Background: an optimization exercise with open tools, aiming at small area and a short achievable clock period. Do not read the settings as production practice. The RTL was checked by simulation tests, not by an equivalence proof against the original design. Power and IR drop assume default switching activity.

File: design/flow/standard.sh
#!/bin/bash
# synth_recipe.tcl (not shown) runs the flow's synth.tcl, then flattens the netlist and writes it again
# the make line also repeats each setting of config.mk as NAME=value (left out here)
make -C /OpenROAD-flow-scripts/flow DESIGN_CONFIG=/design/flow/config.mk WORK_HOME=/design/flow/orfs CLKGATE_MAP_FILE= SYNTH_SCRIPT=/design/flow/synth_recipe.tcl "${@:-finish}"
File: design/flow/constraint.sdc
create_clock -name core_clock -period 5.0 [get_ports {clk}]
set_input_delay 1.0000 -clock core_clock [delete_from_list [all_inputs] [get_ports {clk}]]
set_output_delay 1.0000 -clock core_clock [all_outputs]
set_load 0.01 [all_outputs]
File: design/flow/design.v
`timescale 1ns/1ps
module rvExecSlice (
    input  logic        clk,
    input  logic        rstN,
    input  logic        instValid,
    input  logic [31:0] instWord,
    input  logic [31:0] pc,
    input  logic [31:0] rs1Data,
    input  logic [31:0] rs2Data,
    output logic        resValid,
    output logic [4:0]  resRd,
    output logic        resRegWrite,
    output logic [31:0] resWbValue,
    output logic        resMemRead,
    output logic        resMemWrite,
    output logic [31:0] resMemAddr,
    output logic [1:0]  resMemSize,
    output logic        resBranchTaken,
    output logic [31:0] resNextPc,
    output logic        resHalt
);
    function automatic logic [31:0] rev32(input logic [31:0] v);
        for (int i = 0; i < 32; i++) rev32[i] = v[31-i];
    endfunction
    logic [6:0] opc0;
    logic [2:0] f30;
    logic       alt0;
    logic       isOp0, isOpI0, isLoad0, isStore0, isBr0, isJal0, isJalr0, isLui0, isAuipc0;
    logic       isAlu0, sub0, sll0;
    logic [31:0] immI0, immS0, immJ0, immU0, bSel0;
    logic [3:0] cls0;
    assign opc0     = instWord[6:0];
    assign f30      = instWord[14:12];
    assign alt0     = (instWord[31:25] == 7'h20);
    assign isOp0    = (opc0 == 7'b0110011);
    assign isOpI0   = (opc0 == 7'b0010011);
    assign isLoad0  = (opc0 == 7'b0000011);
    assign isStore0 = (opc0 == 7'b0100011);
    assign isBr0    = (opc0 == 7'b1100011);
    assign isJal0   = (opc0 == 7'b1101111);
    assign isJalr0  = (opc0 == 7'b1100111);
    assign isLui0   = (opc0 == 7'b0110111);
    assign isAuipc0 = (opc0 == 7'b0010111);
    assign isAlu0   = isOp0 | isOpI0;
    assign sub0 = isBr0 | (isAlu0 & f30[2:1] == 2'b01) | (isOp0 & f30 == 3'b000 & alt0);
    assign sll0 = isAlu0 & (f30 == 3'b001);
    assign immI0 = {{20{instWord[31]}}, instWord[31:20]};
    assign immS0 = {{20{instWord[31]}}, instWord[31:25], instWord[11:7]};
    assign immJ0 = {{12{instWord[31]}}, instWord[19:12], instWord[20], instWord[30:21], 1'b0};
    assign immU0 = {instWord[31:12], 12'b0};
    assign bSel0 = ({32{isOpI0 | isLoad0 | isJalr0}} & immI0) |
                   ({32{isStore0}} & immS0) |
                   ({32{isJal0}} & immJ0) |
                   ({32{isAuipc0}} & immU0) |
                   ({32{!(isOpI0 | isLoad0 | isJalr0 | isStore0 | isJal0 | isAuipc0)}} & rs2Data);
    always_comb begin
        if      (isOp0)    cls0 = 4'd1;
        else if (isOpI0)   cls0 = 4'd2;
        else if (isLoad0)  cls0 = 4'd3;
        else if (isStore0) cls0 = 4'd4;
        else if (isBr0)    cls0 = 4'd5;
        else if (isJal0)   cls0 = 4'd6;
        else if (isJalr0)  cls0 = 4'd7;
        else if (isLui0)   cls0 = 4'd8;
        else if (isAuipc0) cls0 = 4'd9;
        else               cls0 = 4'd0;
    end
    logic        v1;
    logic [31:0] a1, b1;
    logic        sub1;
    logic [3:0]  cls1;
    logic [31:7] iw1;
    logic [31:2] pc1;
    logic [4:0]  sa1;
    always_ff @(posedge clk or negedge rstN)
        if (!rstN) v1 <= 1'b0;
        else       v1 <= instValid;
    always_ff @(posedge clk) begin
        a1   <= (isJal0 | isAuipc0) ? {pc[31:2], 2'b00} : sll0 ? rev32(rs1Data) : rs1Data;
        b1   <= bSel0 ^ {32{sub0}};
        sub1 <= sub0;
        sa1  <= bSel0[4:0];    
        cls1 <= cls0;
        iw1  <= instWord[31:7];
        pc1  <= pc[31:2];
    end
    logic [2:0]  f31;
    logic        alt1;
    logic        isOp1, isOpI1, isLoad1, isStore1, isBr1, isJal1, isJalr1, isLui1, isAuipc1, isAlu1;
    logic [33:0] sumC1;
    logic [31:0] sum1, x1, sh1, tgt1;
    logic        cout1, eq1, lt1, ltu1, cmp1;
    logic        fill1;
    assign f31      = iw1[14:12];
    assign alt1     = (iw1[31:25] == 7'h20);
    assign isOp1    = (cls1 == 4'd1);
    assign isOpI1   = (cls1 == 4'd2);
    assign isLoad1  = (cls1 == 4'd3);
    assign isStore1 = (cls1 == 4'd4);
    assign isBr1    = (cls1 == 4'd5);
    assign isJal1   = (cls1 == 4'd6);
    assign isJalr1  = (cls1 == 4'd7);
    assign isLui1   = (cls1 == 4'd8);
    assign isAuipc1 = (cls1 == 4'd9);
    assign isAlu1   = isOp1 | isOpI1;
    assign sumC1 = {1'b0, a1, 1'b1} + {1'b0, b1, sub1};  
    assign sum1  = sumC1[32:1];
    assign cout1 = sumC1[33];
    assign x1    = a1 ^ b1;
    assign eq1   = &x1;                                   
    assign ltu1  = ~cout1;
    assign lt1   = (a1[31] == b1[31]) ? a1[31] : sum1[31];
    assign cmp1  = (isBr1 ? f31[1] : f31[0]) ? ltu1 : lt1;
    assign fill1 = f31[2] & alt1 & a1[31];
    assign sh1   = 32'($signed({fill1, a1}) >>> {sa1[4:3], 3'b000});
    assign tgt1  = {pc1, 2'b00} + {{20{iw1[31]}}, iw1[7], iw1[30:25], iw1[11:8], 1'b0};
    logic selSum1, selTgt1, selSh1, selG1, selP1, slt1;
    assign selTgt1 = isBr1;
    assign selSum1 = !(isAlu1 | isBr1) | (isAlu1 & f31 == 3'b000);
    assign selSh1  = isAlu1 & (f31[1:0] == 2'b01);
    assign slt1    = isAlu1 & (f31[2:1] == 2'b01);
    assign selG1   = isAlu1 & (f31[2:1] == 2'b11);
    assign selP1   = isAlu1 & f31[2] & ~f31[0];
    logic [31:0] alu1;
    assign alu1 = ({32{selSum1}} & sum1) |
                  ({32{selTgt1}} & tgt1) |
                  ({32{selSh1}}  & sh1) |
                  ({32{selP1}}   & x1) |
                  ({32{selG1}}   & (a1 & b1));
    logic        illegal1, regWr1;
    always_comb begin
        illegal1 = 1'b0;
        regWr1   = 1'b1;
        if (isOp1)
            illegal1 = (iw1[31:25] != 7'h00) && !(alt1 && (f31 == 3'b000 || f31 == 3'b101));
        else if (isOpI1)
            illegal1 = (f31 == 3'b001 || f31 == 3'b101) && (iw1[31:25] != 7'h00) &&
                       !(f31 == 3'b101 && alt1);
        else if (isLoad1)
            illegal1 = (f31 == 3'b011 || f31[2:1] == 2'b11);
        else if (isStore1) begin
            regWr1   = 1'b0;
            illegal1 = (f31[2] || f31[1:0] == 2'b11);
        end else if (isBr1) begin
            regWr1   = 1'b0;
            illegal1 = (f31[2:1] == 2'b01);
        end else if (!(isJal1 | isJalr1 | isLui1 | isAuipc1)) begin
            regWr1   = 1'b0;
            illegal1 = 1'b1;
        end
    end
    logic        v2;
    logic [31:0] a2;
    logic [31:2] pc42;
    logic [31:12] hi2;
    logic [4:0]  rd2;
    logic [2:0]  sh2;
    logic        fill2, sll2;
    logic        eq2, cmp2, slt2, isJ2, isJalr2, isBr2, isLui2;
    logic        memRd2, memWr2, illegal2, regWr2;
    always_ff @(posedge clk or negedge rstN)
        if (!rstN) v2 <= 1'b0;
        else       v2 <= v1;
    always_ff @(posedge clk) begin
        a2       <= alu1;
        pc42     <= pc1 + 30'd1;
        hi2      <= iw1[31:12];
        rd2      <= iw1[11:7];
        sh2      <= selSh1 ? sa1[2:0] : 3'd0;
        fill2    <= fill1;
        sll2     <= selSh1 & ~f31[2];
        eq2      <= eq1;
        cmp2     <= cmp1;
        slt2     <= slt1;
        isJ2     <= isJal1 | isJalr1;
        isJalr2  <= isJalr1;
        isBr2    <= isBr1;
        isLui2   <= isLui1;
        memRd2   <= isLoad1;
        memWr2   <= isStore1;
        illegal2 <= illegal1;
        regWr2   <= regWr1;
    end
    logic [31:0] aS2, aR2, aF2, jt2, pc4F2, npc2, wb2;
    logic        taken2, cond2, sizeHalt2, pcHalt2, halt2;
    logic [2:0]  f32;
    logic [1:0]  size2;
    assign f32 = hi2[14:12];
    assign size2 = !(memRd2 | memWr2)                        ? 2'd0 :
                   (f32[1:0] == 2'b01 && (memRd2 || !f32[2])) ? 2'd1 :
                   (f32 == 3'b010)                            ? 2'd2 : 2'd0;
    always_comb begin
        case (f32)
            3'b000:  cond2 = eq2;
            3'b001:  cond2 = ~eq2;
            3'b100, 3'b110: cond2 = cmp2;
            3'b101, 3'b111: cond2 = ~cmp2;
            default: cond2 = 1'b0;
        endcase
    end
    assign aS2    = 32'($signed({fill2, a2}) >>> sh2);
    assign aR2    = sll2 ? rev32(aS2) : aS2;
    assign aF2    = {aR2[31:1], aR2[0] | (slt2 & cmp2)};
    assign taken2 = isJ2 | (isBr2 & cond2);
    assign jt2    = {a2[31:1], a2[0] & ~isJalr2};      
    assign pc4F2  = {pc42, 2'b00};
    assign npc2   = taken2 ? jt2 : pc4F2;
    assign sizeHalt2 = (memRd2 || memWr2) &&
                       ((size2 == 2'd1 && a2[0]) || (size2 == 2'd2 && a2[1:0] != 2'b00));  
    assign pcHalt2   = taken2 && (jt2[1:0] != 2'b00);
    assign halt2     = illegal2 || sizeHalt2 || pcHalt2;
    always_comb begin
        if (memRd2)      wb2 = 32'b0;           
        else if (isJ2)   wb2 = pc4F2;           
        else if (isLui2) wb2 = {hi2, 12'b0};
        else             wb2 = aF2;
    end
    logic v3;
    always_ff @(posedge clk or negedge rstN)
        if (!rstN) v3 <= 1'b0;
        else       v3 <= v2;
    always_ff @(posedge clk) begin
        resRd          <= rd2;
        resRegWrite    <= regWr2 && !halt2;
        resWbValue     <= wb2;
        resMemRead     <= memRd2;
        resMemWrite    <= memWr2;
        resMemAddr     <= aF2;
        resMemSize     <= size2;
        resBranchTaken <= taken2;
        resNextPc      <= npc2;
        resHalt        <= halt2;
    end
    assign resValid = v3;
endmodule
File: design/flow/flow/abc_area.script
strash
dch
map -B 0.5
topo
stime -c
buffer -c
upsize -c
dnsize -c
File: design/flow/flow/run.sh
#!/bin/bash
# Standard ORFS layout with two changes:
#  - ports are buffered with buf_2 instead of the default delay buffer
#  - the ABC area recipe (ABC_AREA=1) is replaced by flow/abc_area.script;
#    this only changes the mapping of combinational logic, the registers are
#    those of the standard synthesis
set -e
rm -rf scripts_abc
cp -r "$FLOW_HOME/scripts" scripts_abc
cp flow/abc_area.script scripts_abc/abc_area.script
bash standard.sh SCRIPTS_DIR="$PWD/scripts_abc" \
    BUFFER_PORTS_ARGS="-buffer_cell sky130_fd_sc_hd__buf_2" finish > standard.log 2>&1
File: design/flow/config.mk
export PLATFORM = sky130hd
export DESIGN_NAME = rvExecSlice
export DESIGN_NICKNAME = rvExecSlice
export VERILOG_FILES = /design/flow/design.v
export SDC_FILE = /design/flow/constraint.sdc
export NUM_CORES = 4
export LEC_CHECK = 0
export ABC_AREA = 1
export CAP_MARGIN = 20
export CORE_MARGIN = 2
export CORE_UTILIZATION = 40
export CTS_CLUSTER_DIAMETER = 60
export CTS_CLUSTER_SIZE = 30
export SETUP_SLACK_MARGIN = 2.5
export SLEW_MARGIN = 20
==> results.txt, run 1 <==
status=timing/DRC/antenna clean; vias in the first global route=16900; post-route ant nets=0; row cnt=77; starting density of the core=0.403; clock buffer depth=3; number of library cell types mapped by synthesis=58; max-slew violation count=0; final period utilization=0.494; final WL=74.9 mm; Iter 0 DRT Violations=1531; Worst setup SP type=register; Synth Cell Area=17700 µm²; DIE AREA=46000 µm²; Synth Flop Type=dfxtp_1; clk root buf=clkbuf_16; slowest cell on the critical path=dfxtp_2; Cell Count, Final, Fillers Out=3379; worst vdd ir=0.000282 V; hold-fix buffers at CTS=0; #FFs+latches synth=343; Slew headroom=0.339; syn nets=2770; Critical Path AT=2.89 ns; # IOs=240; CTS tree=yes; RSZ-0062 raised after global routing=yes; layout cells sized above 1=0.145; total CTS buffers=27; async set or reset register ratio after synthesis=0.00875; Cells after DPL=3320; Nets=2960; total track usage=0.315; DRT Pass-1 Iters=5; pwr/cell area=366 nW/µm²; grt ovf=0; dpl hpwl=62.3 mm; critical path, cell by cell=ha_2 -> inv_1 -> fa_2 -> o21ai_4 -> nand2_1 -> nand2_1 -> nand2_1 -> nand2_1 -> nand2_1 -> nand2_1 -> nand2_1 -> nand3_1 -> nand3_1; Syn. warnings=1; CP Class=reg -> reg; CP max FO=4; Clock Sinks=343; setup TNS=0 ns; placer congestion estimate=1.03; wire length per cell=22.2 µm; drt via density=5.37; min-delay worst type=in -> async; Worst Path Required=5.42 ns; Die Wd=215 µm; static leakage=0.00985 µW; initial antenna violation count=4; Max Freq=0.405 GHz; first-pass GRT wire length=108 mm; DRC viols=0; Hold Violations, Final=0; CTS clock-pin slew for the worst setup and hold paths=0.09 ns; Avg Cell Area, Syn=6.89 µm²; Worst path most repeated cell=nand2_1; core footprint=44000 µm²; maximum number of pins on one net before global-route repair=60; post-route minimum period=2.47 ns; Port Buf Inserts=237; vias=18100; Worst Setup End Kind=register; Cells after Synth=2575; share of the yosys chip area belonging to registers=0.388; area grow syn2layout=16.5%; worst path bufs/invs=1; worst slew pin tran=0.988 ns; Worst path max stage delay=0.42 ns; Worst Skew=0.0359 ns; die height=215 µm; max capacitance violation total=0; htree depth=1; delay-heaviest family, CP=simple AND/OR/NAND/NOR gates; worst skew pair latency=0.61 ns; EDFF count, synth=0; Final setup viols=0
## placed cells by master, fill, tap and decap left out, types with 8 or more instances in the layout
cell         n
a31oi_1     38
nor4_1      13
nand3_1    158
ha_1        59
a21oi_1    154
a22oi_1      8
nand3b_1     9
dfxtp_1    333
nor2_4       9
o211ai_1    18
xnor2_1     12
clkbuf_16   27
nor2_2      10
buf_2      237
nand2_2     11
buf_4       15
o21ai_1     53
nor3_1      18
a21o_1       9
o22ai_1     12
nand2_1    731
o21ai_0    248
nand4_1     28
xor2_1      23
inv_1      238
nor2_1     175
or2_2       13
nand3_2     10
## cells by family after synthesis
| group | count (synthesis) | synth area share |
|---|---|---|
| xor+xnor | 35 | 0.0173 |
| buf+inv | 348 | 0.0814 |
| fa+ha+maj | 64 | 0.0460 |
| simple gates | 1200 | 0.285 |
| compound gates | 581 | 0.180 |
| flops | 343 | 0.388 |
| mux | 4 | 0.00226 |
## final timing paths
kind / start / to / slack (ns) / cells after the start
setup / recovery: pc1[2] / a2[26] / 2.53 / 13
hold / removal: rstN / v3 / 0.20 / 1
setup reg to reg: pc1[2] / a2[26] / 2.53 / 13
hold reg to reg: rd2[0] / resRd[0] / 0.33 / 0
max in group asynchronous: rstN / v1 / 4.69 / 1
min in group core_clock: rd2[0] / resRd[0] / 0.33 / 0
## worst register-to-register path, cell delays in order (launching register included)
cell,delay [ns]
dfxtp_2,0.42
ha_2,0.23
inv_1,0.06
fa_2,0.39
o21ai_4,0.21
nand2_1,0.07
nand2_1,0.12
nand2_1,0.09
nand2_1,0.13
nand2_1,0.12
nand2_1,0.08
nand2_1,0.05
nand3_1,0.13
nand3_1,0.19
## registers in the layout, summed over array words and instances (netlist names), 2 cells and up
register and count:
iw1 25, rd2 5, resNextPc 32, resMemAddr 32, pc42 30, sa1 5, cls1 4, resRd 5
resWbValue 32, sh2 3, a1 32, resMemSize 2, b1 32, hi2 20, a2 32, pc1 30
## per-stage QoR
| stage | total power (µW) | hold WS, ns | instance area [µm²] | setup slack, ns | util |
|---|---|---|---|---|---|
| 6_report | 7560 | 0.202 | 20700 | 2.53 | 0.469 |
| 5_1_grt | 7920 | 0.185 | 20600 | 2.44 | 0.469 |
| 4_1_cts | 7560 | 0.188 | 20500 | 2.50 | 0.465 |
| 3_5_place_dp | 5080 | 0.312 | 19300 | 1.61 | 0.438 |
| 3_3_place_gp | 5080 | 0.313 | 19300 | 1.61 | 0.438 |
| 2_1_floorplan | 4260 | 0.310 | 17700 | 2.81 | - |
## report_power, final
group	internal [µW]	total [µW]	leakage [µW]	switching [µW]
registers	3060	3280	0.00289	220
clock network	1200	2480	0.000511	1280
logic	581	1800	0.00644	1220
## layout make-up
cell class / count / area, µm²
diodes: 1 / 2.50
clock buffers: 28 / 689
clock inverters: 22 / 392
fillers: 4595 / 23400
inverters: 250 / 950
multi-input cells: 1886 / 9630
flip-flops and latches: 343 / 6890
well taps: 592 / 741
repair buffers: 254 / 1340
repair inverters: 3 / 17.5
## Yosys cell counts (6+ instances only)
master,count,area share
nor3_1,19,0.0054
nand4_1,28,0.0099
o22ai_1,12,0.0042
inv_1,241,0.051
or2_2,13,0.0046
xor2_1,23,0.011
buf_4,6,0.0025
inv_2,6,0.0013
ha_1,62,0.044
o21ai_1,42,0.012
nor2_1,181,0.038
a22oi_1,8,0.0034
o211ai_1,18,0.0076
a21oi_1,157,0.044
clkbuf_1,47,0.0099
xnor2_1,12,0.0059
dfxtp_1,340,0.38
a21o_1,9,0.0038
o21ai_0,263,0.074
nand2_1,736,0.16
nor4_1,16,0.0056
a31oi_1,39,0.014
nand3b_1,9,0.0038
buf_2,31,0.0087
buf_6,10,0.0064
nand2_2,8,0.0028
nand3_1,165,0.047
nor2_2,7,0.0025
## what timing repair did
item	CTS	global route
setup endpoints to repair	100	113
pin swaps	3	4
gates cloned	1	4
gates resized for setup	23	47
buffers inserted	3	0
## routing by layer
layer	up-vias	global-route usage	wire, µm	part of all wire
li1	8909	-	-	-
met1	8402	0.413	32400	0.43
met2	697	0.530	34400	0.46
met3	127	0.0376	4600	0.061
met4	6	0.124	3440	0.046
met5	-	0	41	0.00055
==> run 2: changes to the inputs <==
--- a/design/flow/config.mk
+++ b/design/flow/config.mk
@@ -9,7 +9,5 @@
 export CAP_MARGIN = 20
 export CORE_MARGIN = 2
 export CORE_UTILIZATION = 40
-export CTS_CLUSTER_DIAMETER = 60
-export CTS_CLUSTER_SIZE = 30
-export SETUP_SLACK_MARGIN = 2.5
+export SETUP_SLACK_MARGIN = 2.8
 export SLEW_MARGIN = 20
==> run 2 against run 1 <==
  * Still clean
  * Worst hold slack improved by 0.026 ns
  * Global-route usage is 0.71 points higher
  * Critical endpoint is now a2[28]
  * Non-clock buffer count rose by 22
  * Clock-buffer cell count rose by 25
  * Clock power rose by 11%
  * Die area unchanged
  * Synthesized cell count stayed put
  * Sequential power hardly changed
  * Area after synthesis did not move
  * Highest routed layer unchanged
==> results.txt, run 2 <==
first-pass GRT wire length=110 mm; post-synthesis xor/xnor area fraction=0.0173; # IOs=240; Hold Violations, Final=0; placer congestion estimate=1.03; Nets=2996; grt ovf=0; largest area contributor in the synthesized netlist=dfxtp_1; RSZ-0062 raised after global routing=yes; share of the yosys chip area belonging to registers=0.388; top cells by area, synth=dfxtp_1, nand2_1, o21ai_0, inv_1, nand3_1; simple-gate share of the synthesized area=0.285; worst skew pair latency=0.58 ns; Avg Cell Area, Syn=6.89 µm²; post-synthesis compound-gate area fraction=0.180; post-layout util=0.496; Synth Cell Area=17700 µm²; final period utilization=0.451; final WL=77.2 mm; vias=18500; Worst Path Required=5.41 ns; die height=215 µm; layout cells sized above 1=0.214; initial antenna violation count=4; min-delay worst type=in -> async; post-route minimum period=2.26 ns; Final setup viols=0; most frequent cells in the layout=nand2_1, dfxtp_1, buf_2; CP max FO=6; Max Freq=0.443 GHz; post-route ant nets=0; Port Buf Inserts=237; vias in the first global route=17200; max capacitance violation total=0; setup TNS=0 ns; adder-cell share of the synthesized area=0.0460; Synth Flop Type=dfxtp_1; DRC viols=0; Slew headroom=0.510; dpl hpwl=62.3 mm; DRT Pass-1 Iters=8; CP Class=reg -> reg; row cnt=77; critical path, cell by cell=ha_2 -> nand2_1 -> inv_1 -> a21oi_2 -> nor2_1 -> o21ai_1 -> nand4_1 -> nand3_1 -> nand3_1; Worst Skew=0.0277 ns; Worst setup SP type=register; core footprint=44000 µm²; post-synth top area share=0.384; total track usage=0.322; mux cell area share after synthesis=0.00226; wire length per cell=22.5 µm; worst vdd ir=0.000284 V; Worst path max stage delay=0.53 ns; drt via density=5.40; Post-synth top cells=nand2_1, dfxtp_1, o21ai_0, inv_1, nor2_1; maximum number of pins on one net before global-route repair=60; EDFF count, synth=0; Critical Path AT=2.66 ns; largest family of logic cells by synthesized area=simple AND/OR/NAND/NOR gates; #FFs+latches synth=343; slowest cell on the critical path=dfxtp_1; total CTS buffers=38; Syn. warnings=1; Worst Setup End Kind=register; commonest non-fill, non-tap cell in the layout=nand2_1; Die Wd=215 µm; Cells after Synth=2575; async set or reset register ratio after synthesis=0.00875; area grow syn2layout=23.1%; syn nets=2770; DIE AREA=46000 µm²; worst slew pin tran=0.734 ns; status=timing/DRC/antenna clean; htree depth=2; number of library cell types mapped by synthesis=58; CTS tree=yes; most numerous cell in the Yosys netlist=nand2_1; Clock Sinks=343; pwr/cell area=365 nW/µm²; static leakage=0.0101 µW; starting density of the core=0.403; clock buffer depth=3; Worst path most repeated cell=nand3_1; CTS clock-pin slew for the worst setup and hold paths=0.06 ns; clk root buf=clkbuf_16; WHS=0.227 ns; max-slew violation count=0; Iter 0 DRT Violations=1570
-- run 2: cells by family after synthesis --
group | count (synthesis)
AOI/OAI and AO/OA | 581
muxes | 4
buffers and inverters | 348
xor gates and xnor gates | 35
DFF | 343
adders and majority gates | 64
and+or+nand+nor | 1200
-- run 2: repair_timing --
item | CTS | global route
hold buffers | 0 | 0
gates cloned | 6 | 2
setup endpoints to repair | 180 | 126
pin swaps | 12 | 13
gates resized for setup | 141 | 170
buffers inserted | 11 | 14
-- run 2: where the power goes --
group	switching [µW]	internal, µW	total [µW]	leakage [µW]
combinational	1280	645	1930	0.00665
clock	1190	1560	2750	0.000596
sequential	226	3070	3290	0.00290
-- run 2: per-layer routing --
metal	global-route usage	share of wire
met5	0	0.00013
met1	0.421	0.43
met4	0.141	0.052
met2	0.536	0.46
met3	0.0390	0.066
-- run 2: worst paths after layout --
path	from	end	slack [ns]	cells after the start
setup / recovery	pc1[15]	a2[28]	2.74	9
hold / removal	rstN	v2	0.23	1
setup reg to reg	pc1[15]	a2[28]	2.74	9
hold reg to reg	rd2[3]	resRd[3]	0.32	0
max in group asynchronous	rstN	v1	4.67	1
min in group core_clock	rd2[3]	resRd[3]	0.32	0
-- run 2: through the flow --
stage	total power, µW	setup slack [ns]	instance area [µm²]	instances
detailed placement	5080	1.61	19300	3320
CTS	7900	2.77	21100	3404
floorplan	4260	2.81	17700	2575
global placement	5080	1.61	19300	3320
global route	8330	2.65	21800	3420
finish	7970	2.74	21800	3423
-- run 2: area by class of cell --
cell class / instances / area (µm²)
Fill cell: 4498 / 22200
Multi-Input combinational cell: 1889 / 10400
Sequential cell: 343 / 6930
Timing Repair Buffer: 276 / 1560
Clock buffer: 53 / 1060
Inverter: 250 / 965
Tap cell: 592 / 741
Clock inverter: 14 / 180
Timing Repair inverter: 3 / 17.5
Antenna cell: 3 / 7.51
-- run 2: worst max-delay path, delay by kind of cell (launching register included) --
kind                     cells  cell delay [ns]
AND/OR/NAND/NOR              5             0.70
flip-flops                   1             0.53
adder cells (fa/ha/maj)      1             0.40
AO/OA/AOI/OAI                2             0.40
buffers and inverters        1             0.07
==> run 3: changes to the inputs <==
--- a/design/flow/config.mk
+++ b/design/flow/config.mk
@@ -9,5 +9,5 @@
 export CAP_MARGIN = 20
 export CORE_MARGIN = 2
 export CORE_UTILIZATION = 40
-export SETUP_SLACK_MARGIN = 2.8
+export SETUP_SLACK_MARGIN = 2.2
 export SLEW_MARGIN = 20
==> run 3 against run 2 <==
  * Still clean
  * Non-clock buffer count fell by 25
  * Utilization down 2.9 points
  * Sequential power about the same
  * Power is 2.0% lower
  * Area after synthesis stayed put
==> results.txt, run 3 <==
status=timing/DRC/antenna clean; core footprint=44000 µm²; DIE AREA=46000 µm²; min-delay worst type=in -> async; RSZ-0062 raised after global routing=no; final WL=75.0 mm; slowest cell on the critical path=dfxtp_1; maximum number of pins on one net before global-route repair=60; Nets=2963; Final setup viols=0; Internal Power=5190 µW; Avg Cell Area, Syn=6.89 µm²; Die Wd=215 µm; post-layout util=0.467; Slew headroom=0.295; # IOs=240; most numerous cell in the Yosys netlist=nand2_1; critical path, cell by cell=ha_1 -> inv_1 -> fa_1 -> o21ai_2 -> nand3_1 -> nand2_1 -> nand3_1 -> nand3_1 -> nand2_1 -> nand3_1 -> nand3_1; htree depth=2; Flop pwr share=0.420; Psw=2620 µW; first-pass GRT wire length=108 mm; Hold Violations, Final=0; vias in the first global route=16900; top cells by area, synth=dfxtp_1, nand2_1, o21ai_0, inv_1, nand3_1; share of the yosys chip area belonging to registers=0.388; Worst path most repeated cell=nand3_1; row cnt=77; DRC viols=0; area grow syn2layout=16.0%; clock power share=0.352; number of library cell types mapped by synthesis=58; Max Freq=0.371 GHz; drt via density=5.35; pwr/cell area=380 nW/µm²; total track usage=0.317; Clock Sinks=343; Sw Share=0.335; Worst setup SP type=register; Critical Path AT=3.07 ns; Iter 0 DRT Violations=1423; placer congestion estimate=1.03; Post-synth top cells=nand2_1, dfxtp_1, o21ai_0, inv_1, nor2_1; post-route ant nets=0; worst slew pin tran=1.05 ns; met1 usage=0.415; layout cells sized above 1=0.131; Worst Path Required=5.38 ns; clock buffer depth=3; max capacitance violation total=0; setup TNS=0 ns; Syn. warnings=1; post-route cell area=20600 µm²; worst skew pair latency=0.58 ns; met2 usage=0.527; static leakage=0.00987 µW; DRT Pass-1 Iters=5; async set or reset register ratio after synthesis=0.00875; Port Buf Inserts=237; die height=215 µm; CP max FO=5; grt ovf=0; Worst path max stage delay=0.48 ns; worst vdd ir=0.000287 V; max-slew violation count=0; starting density of the core=0.403; largest area contributor in the synthesized netlist=dfxtp_1; Post-CTS Setup Inserts=0; initial antenna violation count=6; post-route minimum period=2.69 ns; dpl hpwl=62.3 mm; syn nets=2770; most frequent cells in the layout=nand2_1, dfxtp_1, o21ai_0; Synth Cell Area=17700 µm²; Worst Setup End Kind=register; Worst Skew=0.0266 ns; CP Class=reg -> reg; final period utilization=0.539; clk root buf=clkbuf_16; most used routing layer in global routing=met2; M3 GR Usage=0.0400; logic gate share of total power=0.228; EDFF count, synth=0; hold-fix buffers at CTS=0; #FFs+latches synth=343; Cells after Synth=2575; commonest non-fill, non-tap cell in the layout=nand2_1; Post-DP Area=19300 µm²; CTS clock-pin slew for the worst setup and hold paths=0.06 ns; reg2reg setup slack=2.31 ns; post-synth top area share=0.384; CTS tree=yes; vias=18100; total CTS buffers=38; Synth Flop Type=dfxtp_1; wire length per cell=22.1 µm
## run 3: cell counts after synthesis
Identical to the previous run, type by type.
## run 3: area by class of cell
class                           instances  area, µm²
Fill cell                            4578      23500
Multi-Input combinational cell       1884       9470
Sequential cell                       343       6890
Timing Repair Buffer                  251       1290
Clock buffer                           53       1060
Inverter                              250        942
Tap cell                              592        741
Clock inverter                         14        180
Antenna cell                            4       10.0
## run 3: critical path, delay by kind of cell, from the launching register on
family | cells | cell delay, ns
AND/OR/NAND/NOR | 7 | 0.95
adder cells (fa/ha/maj) | 2 | 0.72
flip-flops | 1 | 0.48
AO/OA/AOI/OAI | 1 | 0.27
buffers and inverters | 1 | 0.07
## run 3: path summary, 6_finish.rpt
check,startpoint,end,cells after the start
hold / removal,rstN,v2,1
min in group core_clock,rd2[3],resRd[3],0
hold reg to reg,rd2[3],resRd[3],0
setup / recovery,pc1[2],a2[24],11
setup reg to reg,pc1[2],a2[24],11
max in group asynchronous,rstN,v1,1
## run 3: logic make-up (layout without fill, tap and decap cells)
kind of cell | Yosys count | count (layout) | share of synthesized area
and+or+nand+nor | 1200 | 1200 | 0.285
AOI/OAI and AO/OA | 581 | 581 | 0.180
buffers and inverters | 348 | 568 | 0.0814
DFF | 343 | 343 | 0.388
adders and majority gates | 64 | 64 | 0.0460
xor gates and xnor gates | 35 | 35 | 0.0173
muxes | 4 | 4 | 0.00226
other | 0 | 4 | 0
## run 3: power by group through the flow
| stage | clock [µW] | sequential, µW | combinational (µW) |
|---|---|---|---|
| 2_1_floorplan | 0 | 3320 | 944 |
| 3_3_place_gp | 0 | 3340 | 1740 |
| 3_5_place_dp | 0 | 3340 | 1740 |
| 4_1_cts | 2800 | 3280 | 1750 |
| 5_1_grt | 2910 | 3310 | 1950 |
| 6_report | 2750 | 3280 | 1780 |
## run 3: per-stage QoR
stage,setup WS [ns],total power (µW),hold WS [ns],instances
CTS,2.22,7830,0.205,3387
detailed placement,1.61,5080,0.312,3320
floorplan,2.81,4260,0.310,2575
global placement,1.61,5080,0.313,3320
global route,2.20,8170,0.214,3387
finish,2.31,7810,0.226,3391
## run 3: what timing repair did
item                       in CTS  in global routing
gates cloned                    0                  0
setup endpoints to repair       6                 46
resized for setup               3                  9
## run 3: layer usage
| layer | routed length (µm) | vias to the layer above |
|---|---|---|
| li1 | - | 8925 |
| met1 | 32700 | 8401 |
| met2 | 34200 | 668 |
| met3 | 4690 | 134 |
| met4 | 3370 | 6 |
| met5 | 40 | - |
==> run 4: changes to the inputs <==
--- a/design/flow/config.mk
+++ b/design/flow/config.mk
@@ -9,5 +9,5 @@
 export CAP_MARGIN = 20
 export CORE_MARGIN = 2
 export CORE_UTILIZATION = 40
-export SETUP_SLACK_MARGIN = 2.2
+export SETUP_SLACK_MARGIN = 2.5
 export SLEW_MARGIN = 20
==> run 4 against run 3 <==
  * Still clean on timing, DRC and antenna
  * Register-to-register slack improved by 0.29 ns
  * Flip-flop and latch count stayed put
  * Final area is 1.4% higher
  * Synthesized cell count stayed put
  * Power up 0.50%
  * Global-route usage up 0.082 points
  * Die area unchanged
  * Clock power about the same
  * Clock skew increased by 0.0037 ns
  * First-iteration DRC count grew 6.0%
  * Routed wire length rose by 0.99%
  * Critical path type unchanged
==> results.txt, run 4 <==
status=timing/DRC/antenna clean; Flop pwr share=0.418; maximum number of pins on one net before global-route repair=60; EDFF count, synth=0; area grow syn2layout=17.6%; clk root buf=clkbuf_16; Critical Path AT=2.77 ns; Clock Sinks=343; Worst Setup End Kind=register; Synth Cell Area=17700 µm²; total power=7850 µW; final period utilization=0.481; # IOs=240; Final setup viols=0; post-route ant nets=0; DRT Pass-1 Iters=5; final WL=75.7 mm; Iter 0 DRT Violations=1508; clock power share=0.350; placer congestion estimate=1.03; Top Layer Used=met5; Sw Share=0.336; most numerous cell in the Yosys netlist=nand2_1; worst skew pair latency=0.59 ns; largest area contributor in the synthesized netlist=dfxtp_1; Syn. warnings=1; post-route minimum period=2.40 ns; Worst setup SP type=register; Multi-input gate area=9690 µm²; met3 routed WL=4.75 mm; total track usage=0.318; post-route cell area=20900 µm²; Max Freq=0.416 GHz; CP Class=reg -> reg; most frequent cells in the layout=nand2_1, dfxtp_1, o21ai_0; htree depth=2; syn nets=2770; #FFs+latches synth=343; Psw=2640 µW; Post-synth top cells=nand2_1, dfxtp_1, o21ai_0, inv_1, nor2_1; layout cells sized above 1=0.149; row cnt=77; total CTS buffers=38; Internal Power=5210 µW; initial antenna violation count=4; FF+latch area=6890 µm²; Port Buf Inserts=237; core footprint=44000 µm²; Cells after Synth=2575; CTS clock-pin slew for the worst setup and hold paths=0.06 ns; worst vdd ir=0.000284 V; DRC viols=0; Worst Skew=0.0303 ns; setup TNS=0 ns; Post-DP Area=19300 µm²; first-pass GRT wire length=108 mm; met2 WL=34.8 mm; CTS tree=yes; grt ovf=0; Slew headroom=0.341; max capacitance violation total=0; RSZ-0062 raised after global routing=yes; max-slew violation count=0; Synth Flop Type=dfxtp_1; M1 WL=32.9 mm; die height=215 µm; number of library cell types mapped by synthesis=58; Die Wd=215 µm; Nets=2973; CP max FO=6; clock buffer depth=3; drt via density=5.39; wire length per cell=22.3 µm; commonest non-fill, non-tap cell in the layout=nand2_1; post-layout util=0.474; Worst Path Required=5.37 ns; starting density of the core=0.403; Avg Cell Area, Syn=6.89 µm²; share of the yosys chip area belonging to registers=0.388; logic gate share of total power=0.232; WHS=0.227 ns; worst slew pin tran=0.986 ns; # fillers=4565; Worst path max stage delay=0.44 ns; async set or reset register ratio after synthesis=0.00875; static leakage=0.00994 µW; min-delay worst type=in -> async; slowest cell on the critical path=dfxtp_1; Hold Violations, Final=0; top cells by area, synth=dfxtp_1, nand2_1, o21ai_0, inv_1, nand3_1; dpl hpwl=62.3 mm; vias in the first global route=16900; DIE AREA=46000 µm²; pwr/cell area=376 nW/µm²; critical path, cell by cell=ha_1 -> a21oi_1 -> nand2_1 -> a21oi_2 -> o21bai_4 -> nand2_1 -> nand3_1 -> nand3_1 -> nand4_1; post-synth top area share=0.384; vias=18300
## run 4: cell counts after synthesis
Identical to the previous run, type by type.
## run 4: per-layer routing
metal  global-route usage  vias up
li1                     -     8945
met1                0.417     8558
met2                0.529      675
met3               0.0396      123
met4                0.136        4
met5                    0        -
## run 4: area by class of cell
cell class	count	area share
inverters	250	0.0455
repair inverters	3	0.000720
well taps	592	0.0355
clock buffers	53	0.0507
flip-flops and latches	343	0.330
clock inverters	14	0.00864
repair buffers	255	0.0639
multi-input cells	1887	0.464
diodes	2	0.000240
## run 4: critical path, delay by kind of cell, from the launching register on
kind            cells  cell delay (ns)
compound gates      3             0.74
flops               1             0.44
simple gates        5             0.67
fa+ha+maj           1             0.34
## run 4: what timing repair did
item | CTS | global route
resized for setup | 21 | 55
pin swaps | 4 | 2
endpoints found under the setup margin | 94 | 115
setup buffers | 1 | 3
hold buffers | 0 | 0
gates cloned | 2 | 4
## run 4: kinds of logic after synthesis
logic type,Yosys count,share of synthesized area
simple gates,1200,0.285
compound gates,581,0.180
buf+inv,348,0.0814
flops,343,0.388
fa+ha+maj,64,0.0460
xor+xnor,35,0.0173
mux,4,0.00226
## run 4: power by group through the flow
stage / combinational (µW) / sequential (µW) / clock, µW
6_report: 1820 / 3280 / 2750
5_1_grt: 1980 / 3310 / 2910
4_1_cts: 1760 / 3280 / 2800
3_5_place_dp: 1740 / 3340 / 0
3_3_place_gp: 1740 / 3340 / 0
2_1_floorplan: 944 / 3320 / 0
## run 4: final timing paths
check	startpoint	end	depth (start not counted)	slack (ns)
max in group asynchronous	rstN	v1	1	4.67
worst max-delay path	a1[2]	a2[17]	9	2.60
worst min-delay path	rstN	v2	1	0.23
worst min register to register	rd2[3]	resRd[3]	0	0.31
worst max register to register	a1[2]	a2[17]	9	2.60
min in group core_clock	rd2[3]	resRd[3]	0	0.31
## run 4: through the flow
| step | instances | setup slack [ns] |
|---|---|---|
| final | 3399 | 2.60 |
| after global placement | 3320 | 1.61 |
| after detailed placement | 3320 | 1.61 |
| after CTS | 3390 | 2.50 |
| after global routing | 3397 | 2.48 |
| after floorplan | 2575 | 2.81 |
==> run 5: changes to the inputs <==
--- a/design/flow/config.mk
+++ b/design/flow/config.mk
@@ -9,5 +9,8 @@
 export CAP_MARGIN = 20
 export CORE_MARGIN = 2
 export CORE_UTILIZATION = 40
+export CTS_BUF_LIST = sky130_fd_sc_hd__clkbuf_8
+export CTS_CLUSTER_DIAMETER = 60
+export CTS_CLUSTER_SIZE = 20
 export SETUP_SLACK_MARGIN = 2.5
 export SLEW_MARGIN = 20
==> run 5 against run 4 <==
  * Global-route usage decreased by 0.45 points
  * Die area stayed put
  * Still clean on timing, DRC and antenna
  * Via count is 1.3% lower
  * Synthesized cell count did not move
  * Flip-flop and latch count is the same
==> results.txt, run 5 <==
Iter 0 DRT Violations=1498; R2R depth=14; DRC viols=0; grt ovf=0; CTS clock-pin slew for the worst setup and hold paths=0.11 ns; commonest non-fill, non-tap cell in the layout=nand2_1; Synth Flop Type=dfxtp_1; Slew headroom=0.341; clock buffer depth=3; min-delay worst type=in -> async; Max Freq=0.403 GHz; FF-to-FF Start=a1[0]; most frequent cells in the layout=nand2_1, dfxtp_1, o21ai_0; core footprint=44000 µm²; Avg Cell Area, Syn=6.89 µm²; EDFF count, synth=0; post-route ant nets=0; layout cells sized above 1=0.140; placer congestion estimate=1.03; final period utilization=0.497; Worst Path Required=5.49 ns; post-route minimum period=2.48 ns; DIE AREA=46000 µm²; starting density of the core=0.403; row cnt=77; Worst setup SP type=register; Worst Skew=0.0202 ns; pwr/cell area=338 nW/µm²; htree depth=1; max-slew violation count=0; DRT Pass-1 Iters=7; Die Wd=215 µm; initial antenna violation count=3; status=timing/DRC/antenna clean; max capacitance violation total=0; first-pass GRT wire length=107 mm; static leakage=0.00963 µW; top cells by area, synth=dfxtp_1, nand2_1, o21ai_0, inv_1, nand3_1; Syn. warnings=1; Cells after Synth=2575; Clock Sinks=343; Synth Cell Area=17700 µm²; total CTS buffers=28; Final setup viols=0; syn nets=2770; vias=18100; maximum number of pins on one net before global-route repair=60; Worst Setup End Kind=register; CP Class=reg -> reg; Port Buf Inserts=237; reg2reg setup slack=2.52 ns; most numerous cell in the Yosys netlist=nand2_1; CTS tree=yes; async set or reset register ratio after synthesis=0.00875; vias in the first global route=16800; worst slew pin tran=0.986 ns; Hold Violations, Final=0; # IOs=240; number of library cell types mapped by synthesis=58; largest area contributor in the synthesized netlist=dfxtp_1; clk root buf=clkbuf_8; Post-synth top cells=nand2_1, dfxtp_1, o21ai_0, inv_1, nor2_1; worst vdd ir=0.000206 V; die height=215 µm; RSZ-0062 raised after global routing=yes; worst skew pair latency=0.67 ns; area grow syn2layout=13.7%; # fillers=4662; #FFs+latches synth=343; r2r endpoint=a2[27]; final WL=74.7 mm; Nets=2961; Critical Path AT=2.97 ns; CP max FO=4; post-synth top area share=0.384; setup TNS=0 ns; drt via density=5.35; share of the yosys chip area belonging to registers=0.388; total power=6810 µW; total track usage=0.314; dpl hpwl=62.3 mm; wire length per cell=22.1 µm
-- run 5: cell count changes in the layout (fill, tap and decap cells not counted), sizes merged --
cell and delta:
a31o -1, buf -1, clkbuf -23, clkinv -4, clkinvlp -1, diode +1, inv +8
-- run 5: power by group --
part           switching (µW)  internal [µW]  total [µW]
combinational            1220            578        1800
clock                    1060            677        1740
sequential                218           3060        3280
total                    2500           4310        6810
-- run 5: what timing repair did --
action                                  4_1_cts  5_1_grt
gates resized for setup                      19       35
setup buffers                                 3        0
hold buffers                                  0        0
endpoints found under the setup margin       95       99
pin swaps                                     3        5
gates cloned                                  1        4
-- run 5: worst max-delay path: stages (launching register included) --
cell and delay [ns]:
dfxtp_1 0.40, inv_1 0.09, fa_1 0.42, inv_1 0.09, nand2_1 0.08, nand2_1 0.08, nand3_1 0.09, nand2_2 0.17
nand2_1 0.11, nand2_2 0.14, nand2_1 0.09, nand3_1 0.07, nand2_1 0.05, nand3_1 0.17, nand3_1 0.24
-- run 5: stage by stage --
step                instance area (µm²)  utilization  cells  setup slack, ns  hold slack [ns]
global route                      20200        0.458   3375             2.44           0.0906
floorplan                         17700            -   2575             2.81            0.310
CTS                               20000        0.455   3371             2.50           0.0771
finish                            20200        0.458   3378             2.52            0.119
global placement                  19300        0.438   3320             1.61            0.313
detailed placement                19300        0.438   3320             1.61            0.312
-- run 5: worst max-delay path by stage --
stage / start / endpoint / slack [ns] / cells after the start
final: a1[0] / a2[27] / 2.52 / 14
after global routing: sa1[4] / a2[3] / 2.44 / 5
after CTS: a1[12] / a2[29] / 2.50 / 10
after detailed placement: instWord[14] / a1[19] / 1.61 / 6
after global placement: instWord[2] / b1[9] / 1.61 / 10
after floorplan: instWord[3] / b1[10] / 2.81 / 11
-- run 5: logic make-up after synthesis --
family	after synthesis	share of synthesized area
AOI/OAI and AO/OA	581	0.180
xor gates and xnor gates	35	0.0173
adders and majority gates	64	0.0460
buffers and inverters	348	0.0814
DFF	343	0.388
muxes	4	0.00226
and+or+nand+nor	1200	0.285
-- run 5: layer usage --
metal	wire [µm]	track usage
met1	32500	0.413
met2	34200	0.523
met3	4490	0.0350
met4	3540	0.130
met5	42	0
-- run 5: area by class of cell --
type,count,area [µm²],area share
timing repair buffer,254,1330,0.0662
inverter,250,950,0.0471
clock buffer,30,413,0.0205
multi-input combinational,1886,9580,0.475
antenna,3,7.51,0.000372
timing repair inverter,3,17.5,0.000869
tap,592,741,0.0367
sequential,343,6900,0.342
clock inverter,17,224,0.0111
==> run 6: changes to the inputs <==
--- a/design/flow/config.mk
+++ b/design/flow/config.mk
@@ -9,8 +9,8 @@
 export CAP_MARGIN = 20
 export CORE_MARGIN = 2
 export CORE_UTILIZATION = 40
-export CTS_BUF_LIST = sky130_fd_sc_hd__clkbuf_8
-export CTS_CLUSTER_DIAMETER = 60
-export CTS_CLUSTER_SIZE = 20
-export SETUP_SLACK_MARGIN = 2.5
+export CTS_BUF_LIST = sky130_fd_sc_hd__clkbuf_16
+export CTS_CLUSTER_DIAMETER = 80
+export CTS_CLUSTER_SIZE = 24
+export SETUP_SLACK_MARGIN = 2.8
 export SLEW_MARGIN = 20
==> run 6 against run 5 <==
  * Non-clock buffer count increased by 19
  * First-iteration DRC count increased by 2.5%
  * Critical path depth decreased by 5
  * Die area unchanged
  * Worst hold slack improved by 0.067 ns
  * Global-route usage increased by 0.54 points
  * Utilization increased by 2.7 points
  * Via count increased by 1.6%
  * Sequential share of layout area decreased by 1.7 points
  * Flip-flop and latch count unchanged
  * Cell count increased by 0.41%
  * Maximum frequency increased by 10%
  * Critical path type unchanged
==> results.txt, run 6 <==
row cnt=77; min-delay worst type=in -> async; DRC viols=0; Hold Violations, Final=0; Post-synth top cells=nand2_1, dfxtp_1, o21ai_0, inv_1, nor2_1; final period utilization=0.452; Slew headroom=0.503; Cells after Synth=2575; area grow syn2layout=20.4%; total CTS buffers=24; Worst Path Required=5.44 ns; starting density of the core=0.403; static leakage=0.00995 µW; Flop pwr share=0.447; CP max FO=5; EDFF count, synth=0; vias=18400; Iter 0 DRT Violations=1535; Sw Share=0.359; Psw=2640 µW; grt ovf=0; R2R depth=9; Worst Setup Slack, final=2.74 ns; die height=215 µm; Avg Cell Area, Syn=6.89 µm²; drt via density=5.42; DIE AREA=46000 µm²; Port Buf Inserts=237; dpl hpwl=62.3 mm; Cell Count, Final, Fillers Out=3392; Internal Power=4710 µW; WHS=0.186 ns; placer congestion estimate=1.03; Synth Flop Type=dfxtp_1; Clock Sinks=343; M1 WL=33.4 mm; most numerous cell in the Yosys netlist=nand2_1; share of the yosys chip area belonging to registers=0.388; logic gate share of total power=0.262; htree depth=1; CTS tree=yes; Worst Skew=0.0322 ns; max-slew violation count=0; CTS clock-pin slew for the worst setup and hold paths=0.09 ns; Die Wd=215 µm; status=timing/DRC/antenna clean; clock buffer depth=3; post-route minimum period=2.26 ns; Synth Cell Area=17700 µm²; number of library cell types mapped by synthesis=58; worst skew pair latency=0.59 ns; hold-fix buffers at CTS=0; first-pass GRT wire length=109 mm; CP Class=reg -> reg; core footprint=44000 µm²; clock power share=0.291; #FFs+latches synth=343; post-route ant nets=0; layout cells sized above 1=0.204; Syn. warnings=1; async set or reset register ratio after synthesis=0.00875; worst vdd ir=0.000330 V; post-layout util=0.485; Cells after DPL=3320; Max Freq=0.443 GHz; pwr/cell area=344 nW/µm²; vias in the first global route=17100; initial antenna violation count=6; worst slew pin tran=0.745 ns; met2 WL=34.7 mm; Final setup viols=0; most frequent cells in the layout=nand2_1, dfxtp_1, inv_1, buf_2, o21ai_0; top cells by area, synth=dfxtp_1, nand2_1, o21ai_0, inv_1, nand3_1; final WL=76.4 mm; clk root buf=clkbuf_16; met3 routed WL=4.27 mm; largest area contributor in the synthesized netlist=dfxtp_1; RSZ-0062 raised after global routing=yes; syn nets=2770; FF-to-FF Start=iw1[29]; # IOs=240; Setup Slack @ Placement=1.61 ns; commonest non-fill, non-tap cell in the layout=nand2_1; DRT Pass-1 Iters=5; Nets=2977; total track usage=0.319; maximum number of pins on one net before global-route repair=60; wire length per cell=22.5 µm; Critical Path AT=2.70 ns; Top Layer Used=met5; Worst setup SP type=register; setup TNS=0 ns; Worst Setup End Kind=register; worst setup path start=iw1[29]; max capacitance violation total=0; post-synth top area share=0.384
run 6: cell counts after synthesis:
Identical to the previous run, type by type.
run 6: cell families after synthesis:
group	after synthesis	share of synthesized area
AO/OA/AOI/OAI	581	0.180
XOR/XNOR	35	0.0173
adder cells (fa/ha/maj)	64	0.0460
buffers and inverters	348	0.0814
flip-flops	343	0.388
multiplexers	4	0.00226
AND/OR/NAND/NOR	1200	0.285
run 6: area by class of cell:
| cell class | instances | area, µm² |
|---|---|---|
| well taps | 592 | 741 |
| diodes | 4 | 10.0 |
| clock inverters | 16 | 249 |
| clock buffers | 24 | 601 |
| repair buffers | 273 | 1520 |
| inverters | 250 | 961 |
| fillers | 4535 | 22700 |
| multi-input cells | 1887 | 10300 |
| repair inverters | 3 | 17.5 |
| flip-flops and latches | 343 | 6940 |
run 6: power groups by stage:
| stage | registers (µW) | logic [µW] | clock network (µW) |
|---|---|---|---|
| floorplan | 3320 | 944 | 0 |
| finish | 3290 | 1920 | 2140 |
| global placement | 3340 | 1740 | 0 |
| global route | 3310 | 2100 | 2280 |
| detailed placement | 3340 | 1740 | 0 |
| CTS | 3280 | 1810 | 2180 |
run 6: worst paths after layout:
path	endpoint	slack (ns)
max in group asynchronous	v3	4.71
worst max-delay path	a2[27]	2.74
worst min register to register	resRd[0]	0.31
worst min-delay path	v2	0.19
worst max register to register	a2[27]	2.74
min in group core_clock	resRd[0]	0.31
run 6: stage by stage:
stage	instance area (µm²)	power [µW]
4_1_cts	20700	7260
3_3_place_gp	19300	5080
6_report	21400	7350
3_5_place_dp	19300	5080
2_1_floorplan	17700	4260
5_1_grt	21300	7690
run 6: critical path, cell delays in order, from the launching register on:
cell,delay [ns]
dfxtp_1,0.38
ha_1,0.39
nand2_1,0.18
o21ai_1,0.33
nand3b_1,0.30
nand2_1,0.11
nand3_1,0.10
nand2_1,0.05
nand3_1,0.10
nand3_2,0.16
run 6: what timing repair did:
item	CTS	global route
pin swaps	8	15
cloned	6	0
setup buffers	10	12
gates resized for setup	116	183
setup endpoints to repair	180	117
run 6: layer usage:
| metal | vias up | global-route usage |
|---|---|---|
| met5 | - | 0 |
| met4 | 6 | 0.139 |
| met3 | 131 | 0.0326 |
| met2 | 692 | 0.529 |
| met1 | 8587 | 0.423 |
| li1 | 8954 | - |
==> run 7: changes to the inputs <==
==> design/flow/flow/run.sh (replaced) <==
#!/bin/bash
# Standard ORFS layout with three changes:
#  - ports are buffered with buf_2 instead of the default delay buffer
#  - the ABC area recipe (ABC_AREA=1) is replaced by flow/abc_area.script
#  - adders are mapped with Yosys's default Brent-Kung carry network instead of
#    ORFS's Kogge-Stone one (SYNTH_OPERATIONS_ARGS set, so no -extra-map)
#  These only change the mapping of combinational logic; the registers are
#  those of the standard synthesis.
set -e
rm -rf scripts_abc
cp -r "$FLOW_HOME/scripts" scripts_abc
cp flow/abc_area.script scripts_abc/abc_area.script
bash standard.sh SCRIPTS_DIR="$PWD/scripts_abc" "SYNTH_OPERATIONS_ARGS=-top $FLOW_TOP" \
    BUFFER_PORTS_ARGS="-buffer_cell sky130_fd_sc_hd__buf_2" finish > standard.log 2>&1
--- a/design/flow/config.mk
+++ b/design/flow/config.mk
@@ -9,8 +9,5 @@
 export CAP_MARGIN = 20
 export CORE_MARGIN = 2
 export CORE_UTILIZATION = 40
-export CTS_BUF_LIST = sky130_fd_sc_hd__clkbuf_16
-export CTS_CLUSTER_DIAMETER = 80
-export CTS_CLUSTER_SIZE = 24
-export SETUP_SLACK_MARGIN = 2.8
+export SETUP_SLACK_MARGIN = 2.5
 export SLEW_MARGIN = 20
==> run 7 against run 6 <==
  * Routed wire length is 22% lower
  * Maximum frequency fell by 27%
  * Still clean
  * Largest power group unchanged
  * Clock power is 25% higher
  * Die area shrank 6.6%
  * Largest cell class unchanged
  * Flip-flop and latch count is the same
  * Non-clock buffer count increased by 2
  * Highest routed layer is now met4
  * Critical path depth is 9 higher
==> results.txt, run 7 <==
status=timing/DRC/antenna clean; Critical Path AT=3.52 ns; Slew headroom=0.317; total track usage=0.269; # IOs=240; #FFs+latches synth=343; CP Class=reg -> reg; DIE AREA=43000 µm²; clk root buf=clkbuf_16; pwr/cell area=385 nW/µm²; max capacitance violation total=0; worst slew pin tran=1.02 ns; worst skew pair latency=0.56 ns; dpl hpwl=47.0 mm; async set or reset register ratio after synthesis=0.00875; Port Buf Inserts=237; worst vdd ir=0.000179 V; final WL=59.2 mm; EDFF count, synth=0; min-delay worst type=in -> async; WHS=0.232 ns; most numerous cell in the Yosys netlist=nand2_1; total CTS buffers=37; post-route minimum period=3.08 ns; maximum number of pins on one net before global-route repair=60; Final setup viols=0; drt via density=5.26; share of the yosys chip area belonging to registers=0.416; Worst setup SP type=register; Flop pwr share=0.431; die height=207 µm; clock buffer depth=3; static leakage=0.00948 µW; Worst Path Required=5.43 ns; first-pass GRT wire length=88.4 mm; largest area contributor in the synthesized netlist=dfxtp_1; setup TNS=0 ns; max-slew violation count=0; DRT Pass-1 Iters=5; Syn. warnings=1; Synth Cell Area=16500 µm²; Post-synth top cells=nand2_1, dfxtp_1, inv_1, o21ai_0, nor2_1; CTS tree=yes; final period utilization=0.617; grt ovf=0; RSZ-0062 raised after global routing=yes; number of library cell types mapped by synthesis=59; clock power share=0.348; Die Wd=207 µm; Iter 0 DRT Violations=957; vias=15200; Synth Flop Type=dfxtp_1; post-route ant nets=0; core footprint=40800 µm²; placer congestion estimate=0.953; Psw=2330 µW; htree depth=2; # fillers=4007; commonest non-fill, non-tap cell in the layout=nand2_1; hold-fix buffers at CTS=0; initial antenna violation count=4; most frequent cells in the layout=nand2_1, dfxtp_1, buf_2; Clock Sinks=343; area grow syn2layout=20.4%; syn nets=2345; Internal Power=5330 µW; Worst Skew=0.0149 ns; post-synth top area share=0.411; logic gate share of total power=0.221; CTS clock-pin slew for the worst setup and hold paths=0.06 ns; Avg Cell Area, Syn=7.85 µm²; top cells by area, synth=dfxtp_1, nand2_1, ha_1, o21ai_0, inv_1; vias in the first global route=14600; Hold Violations, Final=0; CP max FO=3; row cnt=74; wire length per cell=20.5 µm; Worst Setup End Kind=register; Max Freq=0.324 GHz; Sw Share=0.304; DRC viols=0; Cells after Synth=2108; layout cells sized above 1=0.220; Nets=2568; starting density of the core=0.405
[run 7: critical path: stages (launching register included)]
cell and delay, ns:
dfxtp_4 0.35, ha_4 0.12, inv_2 0.03, fa_2 0.34
nand3b_1 0.17, o211ai_1 0.15, inv_1 0.14, o21ai_4 0.30
nand2_2 0.08, nand2_2 0.09, nand2_2 0.07, nand2_4 0.09
a21oi_2 0.06, fa_2 0.34, or2_4 0.23, nand3_2 0.06
o21ai_1 0.07, a221oi_2 0.17, nand2_1 0.10
[run 7: worst paths after layout]
kind	from	end	slack, ns	cells past startpoint
max	pc1[2]	a2[29]	1.92	18
min	rstN	v2	0.23	1
max reg2reg	pc1[2]	a2[29]	1.92	18
min reg2reg	rd2[0]	resRd[0]	0.32	0
max in group asynchronous	rstN	v1	4.66	1
min in group core_clock	rd2[0]	resRd[0]	0.32	0
[run 7: power by group through the flow]
stage	clock network (µW)	registers, µW	logic, µW
floorplan	0	3370	893
global placement	0	3360	1570
detailed placement	0	3370	1580
CTS	2720	3300	1650
global route	2840	3340	1870
finish	2670	3310	1690
[run 7: what timing repair did]
action,4_1_cts,5_1_grt
setup endpoints to repair,83,68
gates cloned,2,0
setup buffers,20,6
gates resized for setup,56,40
pin swaps,32,38
[run 7: final cells by class]
cell class                      count  area (µm²)  share of cell area
Tap cell                          532         666              0.0334
Clock buffer                       52        1060              0.0533
Antenna cell                        1        2.50            0.000126
Clock inverter                     10         111             0.00559
Timing Repair Buffer              275        1540              0.0772
Inverter                          212         813              0.0408
Timing Repair inverter              1        7.51            0.000377
Sequential cell                   343        6910               0.347
Multi-Input combinational cell   1461        8800               0.442
[run 7: metal layers]
layer	part of all wire	track usage	wire length, µm	vias to the layer above
met5	0	0	0	-
met4	0.036	0.0963	2110	0
met3	0.060	0.0386	3530	96
met2	0.44	0.420	25900	567
met1	0.47	0.378	27700	7136
li1	-	-	-	7389
[run 7: logic make-up (layout without fill, tap and decap cells)]
| family | after synthesis | in the layout | share of synthesized area |
|---|---|---|---|
| simple gates | 822 | 823 | 0.211 |
| compound gates | 492 | 492 | 0.177 |
| flops | 343 | 343 | 0.416 |
| buf+inv | 305 | 550 | 0.0797 |
| fa+ha+maj | 106 | 106 | 0.0947 |
| xor+xnor | 30 | 30 | 0.0159 |
| mux | 10 | 10 | 0.00605 |
| other cells | 0 | 1 | 0 |
[run 7: per-stage QoR]
step,std cells,instance area [µm²],setup WS [ns],util,power [µW]
after floorplan,2108,16700,2.20,-,4260
after global placement,2796,18100,1.71,0.444,4920
after detailed placement,2796,18100,1.60,0.444,4940
after CTS,2880,19700,1.93,0.482,7670
after global routing,2886,19900,1.82,0.488,8040
final,2887,19900,1.92,0.488,7670
==> run 8: changes to the inputs <==
==> design/flow/flow/run.sh (replaced) <==
#!/bin/bash
# Standard ORFS layout with these changes:
#  - input ports are buffered with buf_1, output ports with buf_2 (after global
#    placement, flow/outbuf.tcl), instead of the default delay buffer
#  - the ABC area recipe (ABC_AREA=1) is replaced by flow/abc_area.script;
#    this only changes the mapping of combinational logic, the registers are
#    those of the standard synthesis
set -e
rm -rf scripts_abc
cp -r "$FLOW_HOME/scripts" scripts_abc
cp flow/abc_area.script scripts_abc/abc_area.script
bash standard.sh SCRIPTS_DIR="$PWD/scripts_abc" \
    BUFFER_PORTS_ARGS="-inputs -buffer_cell sky130_fd_sc_hd__buf_1" \
    POST_GLOBAL_PLACE_TCL="$PWD/flow/outbuf.tcl" finish > standard.log 2>&1
==> design/flow/flow/outbuf.tcl (new file) <==
# outputs get buf_2 port buffers; the inputs got buf_1 ones before global placement
buffer_ports -outputs -buffer_cell sky130_fd_sc_hd__buf_2
estimate_parasitics -placement
--- a/design/flow/config.mk
+++ b/design/flow/config.mk
@@ -9,5 +9,5 @@
 export CAP_MARGIN = 20
 export CORE_MARGIN = 2
 export CORE_UTILIZATION = 40
-export SETUP_SLACK_MARGIN = 2.5
+export SETUP_SLACK_MARGIN = 2.8
 export SLEW_MARGIN = 20
==> run 8 against run 7 <==
  * Sequential power is essentially flat
  * Clock power grew 1%
  * Highest routed layer is now met5
  * First-iteration DRC count grew 56%
  * Critical endpoint is now a2[28]
  * Flip-flop and latch count is the same
  * Combinational power grew 14%
==> results.txt, run 8 <==
status=timing/DRC/antenna clean; max-slew violation count=0; reg2reg setup slack=2.76 ns; Final setup viols=0; #FFs+latches synth=343; Cells after Synth=2575; most frequent cells in the layout=nand2_1, dfxtp_1, inv_1; async set or reset register ratio after synthesis=0.00875; CTS clock-pin slew for the worst setup and hold paths=0.06 ns; Clock Sinks=343; area grow syn2layout=23.0%; Worst Skew=0.0229 ns; Synth Cell Area=17700 µm²; Iter 0 DRT Violations=1495; Psw=2670 µW; layout cells sized above 1=0.179; first-pass GRT wire length=109 mm; share of the yosys chip area belonging to registers=0.388; Worst setup SP type=register; htree depth=2; Worst Setup Slack, final=2.76 ns; DRT Pass-1 Iters=5; logic gate share of total power=0.242; largest area contributor in the synthesized netlist=dfxtp_1; Cell Count, Final, Fillers Out=3430; min-delay worst type=in -> async; R2R depth=9; row cnt=77; Die Wd=215 µm; Internal Power=5240 µW; clock buffer depth=3; Hold Violations, Final=0; worst skew pair latency=0.57 ns; starting density of the core=0.403; Avg Cell Area, Syn=6.89 µm²; EDFF count, synth=0; drt via density=5.39; worst vdd ir=0.000326 V; r2r endpoint=a2[28]; FF-to-FF Start=iw1[31]; Max Freq=0.447 GHz; top cells by area, synth=dfxtp_1, nand2_1, o21ai_0, inv_1, nand3_1; RSZ-0062 raised after global routing=yes; DRC viols=0; maximum number of pins on one net before global-route repair=61; dpl hpwl=61.5 mm; pwr/cell area=363 nW/µm²; Slew headroom=0.388; commonest non-fill, non-tap cell in the layout=nand2_1; setup TNS=0 ns; post-route ant nets=0; core footprint=44000 µm²; wire length per cell=22.1 µm; Worst Setup End Kind=register; DIE AREA=46000 µm²; Flop pwr share=0.416; most numerous cell in the Yosys netlist=nand2_1; Synth Flop Type=dfxtp_1; final WL=75.8 mm; Post-synth top cells=nand2_1, dfxtp_1, o21ai_0, inv_1, nor2_1; grt ovf=0; clock power share=0.342; die height=215 µm; total track usage=0.319; max capacitance violation total=0; worst slew pin tran=0.908 ns; CTS tree=yes; total CTS buffers=38; static leakage=0.00985 µW; Worst Path Required=5.42 ns; Cells after DPL=3319; Nets=3006; CP Class=reg -> reg; syn nets=2770; Sw Share=0.338; vias in the first global route=17200; clk root buf=clkbuf_16; # IOs=240; number of library cell types mapped by synthesis=58; post-synth top area share=0.384; Port Buf Inserts=237; CP max FO=12; post-route minimum period=2.24 ns; Critical Path AT=2.65 ns; final period utilization=0.447; Syn. warnings=1; initial antenna violation count=3; Setup Slack @ Placement=1.49 ns; vias=18500
run 8: changes by cell type after synthesis, sizes merged, moves of 27 or more:
cell   change
nand2    +202
a21oi     +69
inv       +35
nand3     +71
nor2      +63
fa        -30
a31oi     +32
o21ai     +27
run 8: cell type report:
type	count	area (µm²)
repair inverters	4	22.5
repair buffers	287	1470
flip-flops and latches	343	6950
diodes	2	5.00
clock inverters	17	174
well taps	592	741
multi-input cells	1887	10400
clock buffers	48	1030
fillers	4462	22200
inverters	250	977
run 8: power groups by stage:
stage / combinational [µW] / clock [µW] / sequential [µW]
finish: 1920 / 2710 / 3290
global route: 2090 / 2870 / 3320
CTS: 1780 / 2750 / 3290
detailed placement: 1710 / 0 / 3340
global placement: 1460 / 0 / 3450
floorplan: 944 / 0 / 3320
run 8: critical path, stage by stage, from the launching register on:
cell and delay, ns:
dfxtp_4 0.38, buf_12 0.16, ha_2 0.39, nand2_1 0.17, nor4_4 0.35, nand3_1 0.19
nand3_1 0.11, nand2_1 0.05, nand3_1 0.13, nand3_2 0.15
run 8: logic make-up after synthesis:
family	Yosys count	share of synthesized area
and+or+nand+nor	1200	0.285
adders and majority gates	64	0.0460
muxes	4	0.00226
DFF	343	0.388
AOI/OAI and AO/OA	581	0.180
buffers and inverters	348	0.0814
xor gates and xnor gates	35	0.0173
run 8: per-layer routing:
metal  vias up  wire length (µm)  track usage
met5         -                13            0
met3       151              5230       0.0441
met4         2              4320        0.153
met1      8568             31900        0.415
met2       755             34400        0.521
li1       9007                 -            -
run 8: repair_timing:
| action | in CTS | in global routing |
|---|---|---|
| endpoints found under the hold margin | 0 | 0 |
| resized for setup | 135 | 213 |
| setup endpoints to repair | 180 | 144 |
| pin swaps | 9 | 22 |
| buffers inserted | 9 | 27 |
| gates cloned | 5 | 3 |
| hold buffers | 0 | 0 |
run 8: how the worst max path moves through the flow:
stage / end / depth (start not counted) / startpoint
after global placement: b1[25] / 13 / instWord[5]
after detailed placement: b1[29] / 13 / instWord[5]
after CTS: a2[24] / 11 / pc1[2]
after global routing: a2[29] / 11 / iw1[31]
after floorplan: b1[10] / 11 / instWord[3]
final: a2[28] / 9 / iw1[31]
run 8: metrics by stage:
| stage | hold slack [ns] | power, µW | cell area [µm²] | utilization |
|---|---|---|---|---|
| 2_1_floorplan | 0.310 | 4260 | 17700 | - |
| 3_3_place_gp | 0.313 | 4920 | 18600 | 0.422 |
| 3_5_place_dp | 0.312 | 5050 | 19100 | 0.434 |
| 4_1_cts | 0.225 | 7810 | 20800 | 0.473 |
| 5_1_grt | 0.240 | 8270 | 21800 | 0.495 |
| 6_report | 0.241 | 7920 | 21800 | 0.495 |

## separate check: timing with driven ports
How much do the figures lean on ideal ports? The routed layouts below were timed once more, with nothing changed but the port constraints. Step 1 (the two cells are an assumption about what drives the block):
set clk [get_ports {clk}]
set_driving_cell -lib_cell sky130_fd_sc_hd__clkbuf_16 $clk
set_driving_cell -lib_cell sky130_fd_sc_hd__buf_2 [delete_from_list [all_inputs] $clk]
Step 2 moves the port delays by t, midway between the first and last clock arrival at a register: inputs arrive t later, outputs are due t later. That takes back most of the time a late clock gives input paths. Slacks: ideal / step 1 / step 2; pairs: ideal / step 1.
run	shift t [ns]	setup WS [ns]	worst setup path after step 2	cell pins on the clock port's net
run 1	0.643	2.529 / 2.529 / 2.056	input to register	1
run 2	0.623	2.743 / 2.743 / 2.340	input to register	1
run 3	0.624	2.307 / 2.307 / 1.860	input to register	1
run 4	0.626	2.597 / 2.597 / 2.025	input to register	1
run 5	0.715	2.517 / 2.517 / 1.997	input to register	1
run 6	0.631	2.742 / 2.742 / 2.295	input to register	1
run 7	0.605	1.915 / 1.915 / 1.915	register to register	1
run 8	0.621	2.764 / 2.764 / 2.343	input to register	1
After both steps every run listed still meets setup and hold. For run 4, which loses most, drivers alone change the setup slack by 0.000 ns; drivers and shift together by -0.572 ns.
